Source: an optimization exercise on an open RTL-to-GDS flow (aim: small area). Production flows keep margins and buffers that such runs may drop.
Only simulation tests tie the RTL to the original design; equivalence was not proved.
The flow treats the clock pin as an ideal source, which a real chip does not have.
Power is estimated from default activity; no workload was simulated.

==> flow/design.v <==
package lx_bus_pkg;
  localparam int word_width    = 32;
  localparam int address_width = 32;
  localparam int line_words       = 4;   
  localparam int line_offset_bits = 2;   
  localparam int bus_words       = 2;    
  localparam int line_beats      = line_words / bus_words;
  localparam int beat_index_bits = 1;    
  typedef enum logic [3:0] {
    NO_REQ     = 4'd0,
    R_REQ      = 4'd1,    
    WB_REQ     = 4'd2,    
    MEM_RESP   = 4'd3,
    MEM_RESP_S = 4'd4     
  } msg_t;
  typedef logic [address_width-1:0] addr_t;
  typedef logic [bus_words*word_width-1:0]  beat_t;
  typedef logic [line_words*word_width-1:0] line_t;
endpackage
module lx_bus_bridge (
  input  logic                clock,
  input  logic                reset,
  input  lx_bus_pkg::msg_t    bus_msg_in,
  input  lx_bus_pkg::addr_t   bus_address_in,
  input  lx_bus_pkg::beat_t   bus_data_in,
  input  logic                req_ready,
  output lx_bus_pkg::msg_t    bus_msg_out,
  output lx_bus_pkg::addr_t   bus_address_out,
  output lx_bus_pkg::beat_t   bus_data_out,
  input  lx_bus_pkg::msg_t    cache_msg_in,
  input  lx_bus_pkg::line_t   cache_data_in,
  output lx_bus_pkg::msg_t    cache_msg_out,
  output lx_bus_pkg::addr_t   cache_address_out,
  output lx_bus_pkg::line_t   cache_data_out
);
  logic rd_wait;     
  logic wb_wait;     
  logic beat0;       
  logic beat1;       
  logic resp_a;      
  logic resp_s;      
  logic [63:0] hi, lo;
  lx_bus_pkg::addr_t addr_n;   
  logic bus_req, rd_resp, bus_on, busy, accept, rd_hold, hold_next;
  assign bus_req = bus_msg_in[0] | bus_msg_in[1];
  assign rd_resp = cache_msg_in[0] | cache_msg_in[2];
  assign bus_on  = resp_a | resp_s;   
  assign rd_hold   = beat0 & beat1;
  assign hold_next = ((beat1 & bus_on) | rd_hold) & bus_req;
  assign busy    = rd_wait | wb_wait | beat0 | beat1 | bus_on;
  assign accept  = ~busy & req_ready & bus_req;
  always_ff @(posedge clock) begin
    if (reset) begin
      rd_wait <= 1'b0;
      wb_wait <= 1'b0;
      beat0   <= 1'b0;
      beat1   <= 1'b0;
      resp_a  <= 1'b0;
      resp_s  <= 1'b0;
    end else begin
      rd_wait <= (accept & bus_msg_in[0]) | (rd_wait & ~rd_resp);
      beat0   <= (accept & bus_msg_in[1]) | (rd_wait & rd_resp) | hold_next;
      beat1   <= (beat0 & ~beat1) | hold_next;
      wb_wait <= (beat1 & ~beat0 & ~bus_on) | (wb_wait & ~cache_msg_in[0]);
      resp_a  <= ((rd_wait | wb_wait) & cache_msg_in[0])
               | (resp_a & (beat0 | (~beat1 & bus_req)));
      resp_s  <= (rd_wait & cache_msg_in[2]) | (resp_s & beat0);
    end
  end
  always_ff @(posedge clock) begin
    if (~busy) addr_n <= ~bus_address_in;
  end
  logic take;
  assign take = ~rd_wait & ~wb_wait;
  always_ff @(posedge clock) begin
    if (reset) begin
      hi <= '0;
      lo <= '0;
    end else begin
      hi <= ({64{rd_wait}} & cache_data_in[127:64]) | ({64{take}} & bus_data_in) | ({64{wb_wait}} & hi);
      lo <= ({64{rd_wait}} & cache_data_in[63:0])   | ({64{take}} & hi)          | ({64{wb_wait}} & lo);
    end
  end
  logic cache_on;
  assign cache_on = rd_wait | wb_wait;
  assign bus_msg_out       = lx_bus_pkg::msg_t'({1'b0, resp_s, resp_a, resp_a});
  assign bus_address_out   = ~(addr_n | {32{~bus_on}});
  assign bus_data_out      = lo;
  assign cache_msg_out     = lx_bus_pkg::msg_t'({2'b00, wb_wait, rd_wait});
  assign cache_address_out = {~(addr_n[31:2] | {30{~cache_on}}), 2'b00};
  assign cache_data_out    = {hi, lo};
endmodule
export LEC_CHECK = 0
export CAP_MARGIN = 20
export CORE_AREA = 5 5 175 175
export DIE_AREA = 0 0 180 180
export PLACE_DENSITY = 0.85
export SLEW_MARGIN = 20
create_clock -name core_clock -period 5.0 [get_ports {clock}]
standard.sh (not shown) runs the stock make flow with config.mk's settings and CLKGATE_MAP_FILE= SYNTH_SCRIPT=/design/flow/synth_recipe.tcl, a recipe that flattens the netlist after the stock synthesis.
==> flow/flow/run.sh <==
#!/bin/bash
# Standard ORFS layout with three changes:
#  - port buffers made from the smallest buffer cell,
#  - a clock tree of clkbuf_4/8 without dummy loads,
#  - a222.tcl remaps the line register's select gates before floorplanning,
#  - one tie cell drives every constant output.
set -o pipefail
export BUFFER_PORTS_ARGS="-buffer_cell sky130_fd_sc_hd__buf_1"
export CTS_ARGS="-sink_clustering_enable -repair_clock_nets -dont_use_dummy_load -buf_list {sky130_fd_sc_hd__clkbuf_4 sky130_fd_sc_hd__clkbuf_8}"
export SKIP_REPAIR_TIE_FANOUT=1
export RECOVER_POWER=100
export PRE_FLOORPLAN_TCL="$(pwd)/flow/a222.tcl"
bash standard.sh > standard.log 2>&1
Other scripts of this flow, unchanged in this note and not shown: flow/flow/a222.tcl
The first run completed and failed the layout checks on capacitance limit, slew limit.
Change:
--- a/flow/flow/run.sh
+++ b/flow/flow/run.sh
@@ -10,3 +10,2 @@
 export SKIP_REPAIR_TIE_FANOUT=1
-export RECOVER_POWER=100
 export PRE_FLOORPLAN_TCL="$(pwd)/flow/a222.tcl"
- CORE_AREA: 5 5 175 175 -> 4 4 168 168
- DIE_AREA: 0 0 180 180 -> 0 0 172 172
After rerunning: The new run ran to the end with no violations; worst setup slack improved by 0.42 ns; utilization is higher by 2.5 points; total power is about the same; wire length shrinks slightly; synthesized cell count is unchanged.
Change:
- CORE_AREA: 4 4 168 168 -> 5 5 175 175
- DIE_AREA: 0 0 172 172 -> 0 0 180 180
Cell count goes up by about 3.5%.
Die area goes up by about 10%.
Worst setup slack improves by 0.44 ns.
Hold slack degrades by 0.016 ns.
Total power hardly moves.
Global-route usage goes down by 0.84 points.
Routed wire length goes up by about 0.9%.
Utilization goes down by 2.4 points.
Sequential share of layout area goes down by 0.31 points.

========
Another version of the RTL of lx_bus_bridge (not shown whole).
Size: about 770 cells after synthesis, about 500 I/O pins, about 0.0071 mm² of cells after synthesis.
export LEC_CHECK = 0
export CAP_MARGIN = 20
export CORE_AREA = 5 5 175 175
export DIE_AREA = 0 0 180 180
export SLEW_MARGIN = 20
create_clock -name core_clock -period 5.0 [get_ports {clock}]
==> flow/flow/run.sh <==
#!/bin/bash
# Standard ORFS layout, with the port buffers made from the smallest buffer cell
# and a clock tree of small buffers without dummy loads.
set -o pipefail
export BUFFER_PORTS_ARGS="-buffer_cell sky130_fd_sc_hd__buf_1"
export CTS_ARGS="-sink_clustering_enable -repair_clock_nets -dont_use_dummy_load -buf_list sky130_fd_sc_hd__clkbuf_8 -sink_clustering_size 30"
bash standard.sh > standard.log 2>&1
The baseline ran to the end with no violations.
Change:
==> flow/run.sh (new file) <==
#!/bin/bash
# synth_recipe.tcl (not shown) runs the flow's synth.tcl, then flattens the netlist and writes it again
# the make line also repeats each setting of config.mk as NAME=value (left out here)
make -C /OpenROAD-flow-scripts/flow DESIGN_CONFIG=/design/flow/config.mk WORK_HOME=/design/flow/orfs CLKGATE_MAP_FILE= SYNTH_SCRIPT=/design/flow/synth_recipe.tcl finish
removed: flow/flow/run.sh
removed: flow/standard.sh
What happened: Global-route usage climbs by 2.4 points; clock-buffer cell count stays the same; routed wire length rises by about 16%; power went up by about 35%; die area does not change.
Change:
==> flow/flow/run.sh (new file) <==
#!/bin/bash
# Standard ORFS layout with smallest-buffer port buffers and a custom clock tree.
set -o pipefail
export BUFFER_PORTS_ARGS="-buffer_cell sky130_fd_sc_hd__buf_1"
export CTS_ARGS="-sink_clustering_enable -repair_clock_nets -dont_use_dummy_load -buf_list {sky130_fd_sc_hd__clkbuf_4 sky130_fd_sc_hd__clkbuf_8}"

bash standard.sh > standard.log 2>&1
==> flow/standard.sh (new file) <==
#!/bin/bash
# synth_recipe.tcl (not shown) runs the flow's synth.tcl, then flattens the netlist and writes it again
# the make line also repeats each setting of config.mk as NAME=value (left out here)
make -C /OpenROAD-flow-scripts/flow DESIGN_CONFIG=/design/flow/config.mk WORK_HOME=/design/flow/orfs CLKGATE_MAP_FILE= SYNTH_SCRIPT=/design/flow/synth_recipe.tcl "${@:-finish}"
removed: flow/run.sh
Core utilization fell by 12 points.
Power fell by 26%.
Final cell count fell by 0.96%.
Routed wire length fell by 14%.
Design area fell by 28%.
Critical path depth rose by 1.
Via count fell by 1.6%.
Clock-buffer cell count does not change.
Hold slack loses 0.011 ns.
Synthesized cell count is unchanged.
Change:
==> flow/run.sh (new file) <==
#!/bin/bash
# synth_recipe.tcl (not shown) runs the flow's synth.tcl, then flattens the netlist and writes it again
# the make line also repeats each setting of config.mk as NAME=value (left out here)
make -C /OpenROAD-flow-scripts/flow DESIGN_CONFIG=/design/flow/config.mk WORK_HOME=/design/flow/orfs CLKGATE_MAP_FILE= SYNTH_SCRIPT=/design/flow/synth_recipe.tcl finish
Settings changed: CORE_AREA 5 5 175 175 to unset, CORE_MARGIN set to 2, CORE_UTILIZATION set to 40, DIE_AREA 0 0 180 180 to unset.
removed: flow/flow/run.sh
removed: flow/standard.sh
Outcome: The changed run never finished: it broke off in 3_2_place_iop. Synthesized area is unchanged. Synthesized cell count stays the same.

========
## run A
Another version of the RTL of lx_bus_bridge (not shown whole).
For scale: roughly 650 cells after synthesis, roughly 0.0068 mm2 of cells after synthesis.
Settings: LEC_CHECK=0, CAP_MARGIN=20, CORE_AREA=5 5 175 175, DIE_AREA=0 0 180 180, SLEW_MARGIN=20; clock period 5.0 ns.
==> flow/flow/run.sh <==
#!/bin/bash
# Standard ORFS layout with three changes:
#  - port buffers made from the smallest buffer cell,
#  - a clock tree of clkbuf_4/8 without dummy loads,
#  - a222.tcl remaps the line register's select gates before floorplanning,
#  - one tie cell drives every constant output.
set -o pipefail
export BUFFER_PORTS_ARGS="-buffer_cell sky130_fd_sc_hd__buf_1"
export CTS_ARGS="-sink_clustering_enable -repair_clock_nets -dont_use_dummy_load -buf_list {sky130_fd_sc_hd__clkbuf_4 sky130_fd_sc_hd__clkbuf_8}"
export SKIP_REPAIR_TIE_FANOUT=1
export PRE_FLOORPLAN_TCL="$(pwd)/flow/a222.tcl"
bash standard.sh > standard.log 2>&1
Other scripts of this flow, unchanged in this note and not shown: flow/flow/a222.tcl
Every stage of the flow completed for run A, and the final layout passed the timing, design-rule and antenna checks.
The following lists how run B was set up differently from run A:
- CAP_MARGIN: 20 -> 0
- SLEW_MARGIN: 20 -> 0
### Flow results
Final wirelength: run A vs run B identical
Via count across run A and run B: no real change.
Re number of vias per cell after detailed routing: no difference whatsoever between run A and run B.
Input-level comparison between run C and run B:
- CAP_MARGIN now 20, was 0
- PLACE_DENSITY now 0.85, previously not set
- SLEW_MARGIN now 20, was 0
Findings:
- Sort run B and run C by post-layout total power, descending, and run C comes first.
- Of run B and run C, the lower first-iteration detailed-routing DRC count belongs to run B.
- Post-synthesis to final-layout area growth on run C is down relative to run B.
- Worst-case setup margin in the final layout in run C vs run B: down 160 ps
- In the tables for run B and run C, slack of the worst reg-to-reg path reads lower with run C.
- Diff run B -> run C | detailed-route wire length on metal 1 | decrease of about 4.6%
- Between run B and run C, the power drawn by the sequential cells figures differ only marginally.
- Non-clock buffer count of run C is on par with run B.
[inputs] run D vs run C
- PLACE_DENSITY no longer set, was 0.85
--- a/flow/flow/run.sh
+++ b/flow/flow/run.sh
@@ -11,0 +12 @@
+export POST_CTS_TCL="$(pwd)/flow/clkdown.tcl"
==> flow/flow/clkdown.tcl (new file) <==
estimate_parasitics -placement
set limit 0.085
set sizes {sky130_fd_sc_hd__clkbuf_2 sky130_fd_sc_hd__clkbuf_4}
proc sink_slew { inst } {
  set onet [get_nets -of_objects [get_pins -of_objects $inst -filter "direction==output"]]
  set mx 0
  foreach p [get_pins -of_objects $onet -filter "direction==input"] {
    set s [get_property $p slew_max]
    if { $s > $mx } { set mx $s }
  }
  return $mx
}
foreach inst [get_cells clkbuf_*] {
  set orig [get_property $inst ref_name]
  foreach m $sizes {
    replace_cell $inst $m
    set s [sink_slew $inst]
    if { $s < $limit } {
      puts "clkdown: [get_full_name $inst] $orig -> $m slew $s"
      break
    }
    replace_cell $inst $orig
  }
}
detailed_placement
check_placement -verbose
==> run summary <==
There was hardly any difference in share of final-layout standard cells stronger than drive strength 1 between run D and run C. Relative to run C, the via count measured on run D has decreased by a few percent. Share of the core filled with cells essentially unchanged between run C and run D. Routed wire length went down by a few percent going from run C to run D. When run D is measured against run C, its top achievable clock speed turns out about 5.4% higher. Compared run C against run D; proportion of power drawn by combinational gates within noise. Compared with run C, run D shows a pin count of the biggest net entering global routing that is 14 higher. First-pass GRT wire length is lower on run D. Reported for run D and run C, number of buffer and inverter instances along the worst setup path turned out identical to the last digit. Total power of run D is lower than that of run C.

[re-timing with driven ports]
In the flow no input, the clock included, has a driving cell. The finished layouts below were timed again as built, in two steps.
Step 1 (the two cells are an assumption about what drives the block):
set clk [get_ports {clock}]
set_driving_cell -lib_cell sky130_fd_sc_hd__clkbuf_16 $clk
set_driving_cell -lib_cell sky130_fd_sc_hd__buf_2 [delete_from_list [all_inputs] $clk]
Step 2, shift: input delay + t, output delay - t, t = (earliest + latest rising clock arrival at the registers) / 2. This alone moves slack from input paths to output paths.
Three values: no drivers, after step 1, after step 2; two values: the first two.
run	shift t [ns]	setup WS [ns]	latest minus earliest clock arrival (ns)	worst register clock-pin slew, ns	cell pins on the clock port's net
the first run of note 1	0.456	1.174 / 1.174 / 1.046	0.044 / 0.045	0.11 / 0.11	1
the second run of note 1	0.454	1.596 / 1.560 / 2.014	0.033 / 0.033	0.10 / 0.10	1
the third run of note 1	0.454	2.033 / 1.994 / 2.413	0.041 / 0.041	0.10 / 0.10	1
the first run of note 2	0.466	1.670 / 1.628 / 2.093	0.047 / 0.047	0.12 / 0.12	1
the second run of note 2	0.469	1.697 / 1.650 / 2.119	0.015 / 0.016	0.08 / 0.08	1
the third run of note 2	0.466	1.670 / 1.628 / 2.093	0.047 / 0.047	0.12 / 0.12	1
run A	0.459	2.125 / 2.086 / 2.545	0.044 / 0.044	0.11 / 0.11	1
run B	0.459	2.125 / 2.086 / 2.545	0.044 / 0.044	0.11 / 0.11	1
run C	0.461	1.969 / 1.931 / 2.392	0.022 / 0.021	0.09 / 0.09	1
run D	0.459	2.125 / 2.086 / 2.545	0.044 / 0.044	0.11 / 0.11	1
The setup slack of the first run of note 1, which loses most, moves by 0.000 ns with the drivers and by -0.128 ns with both steps.
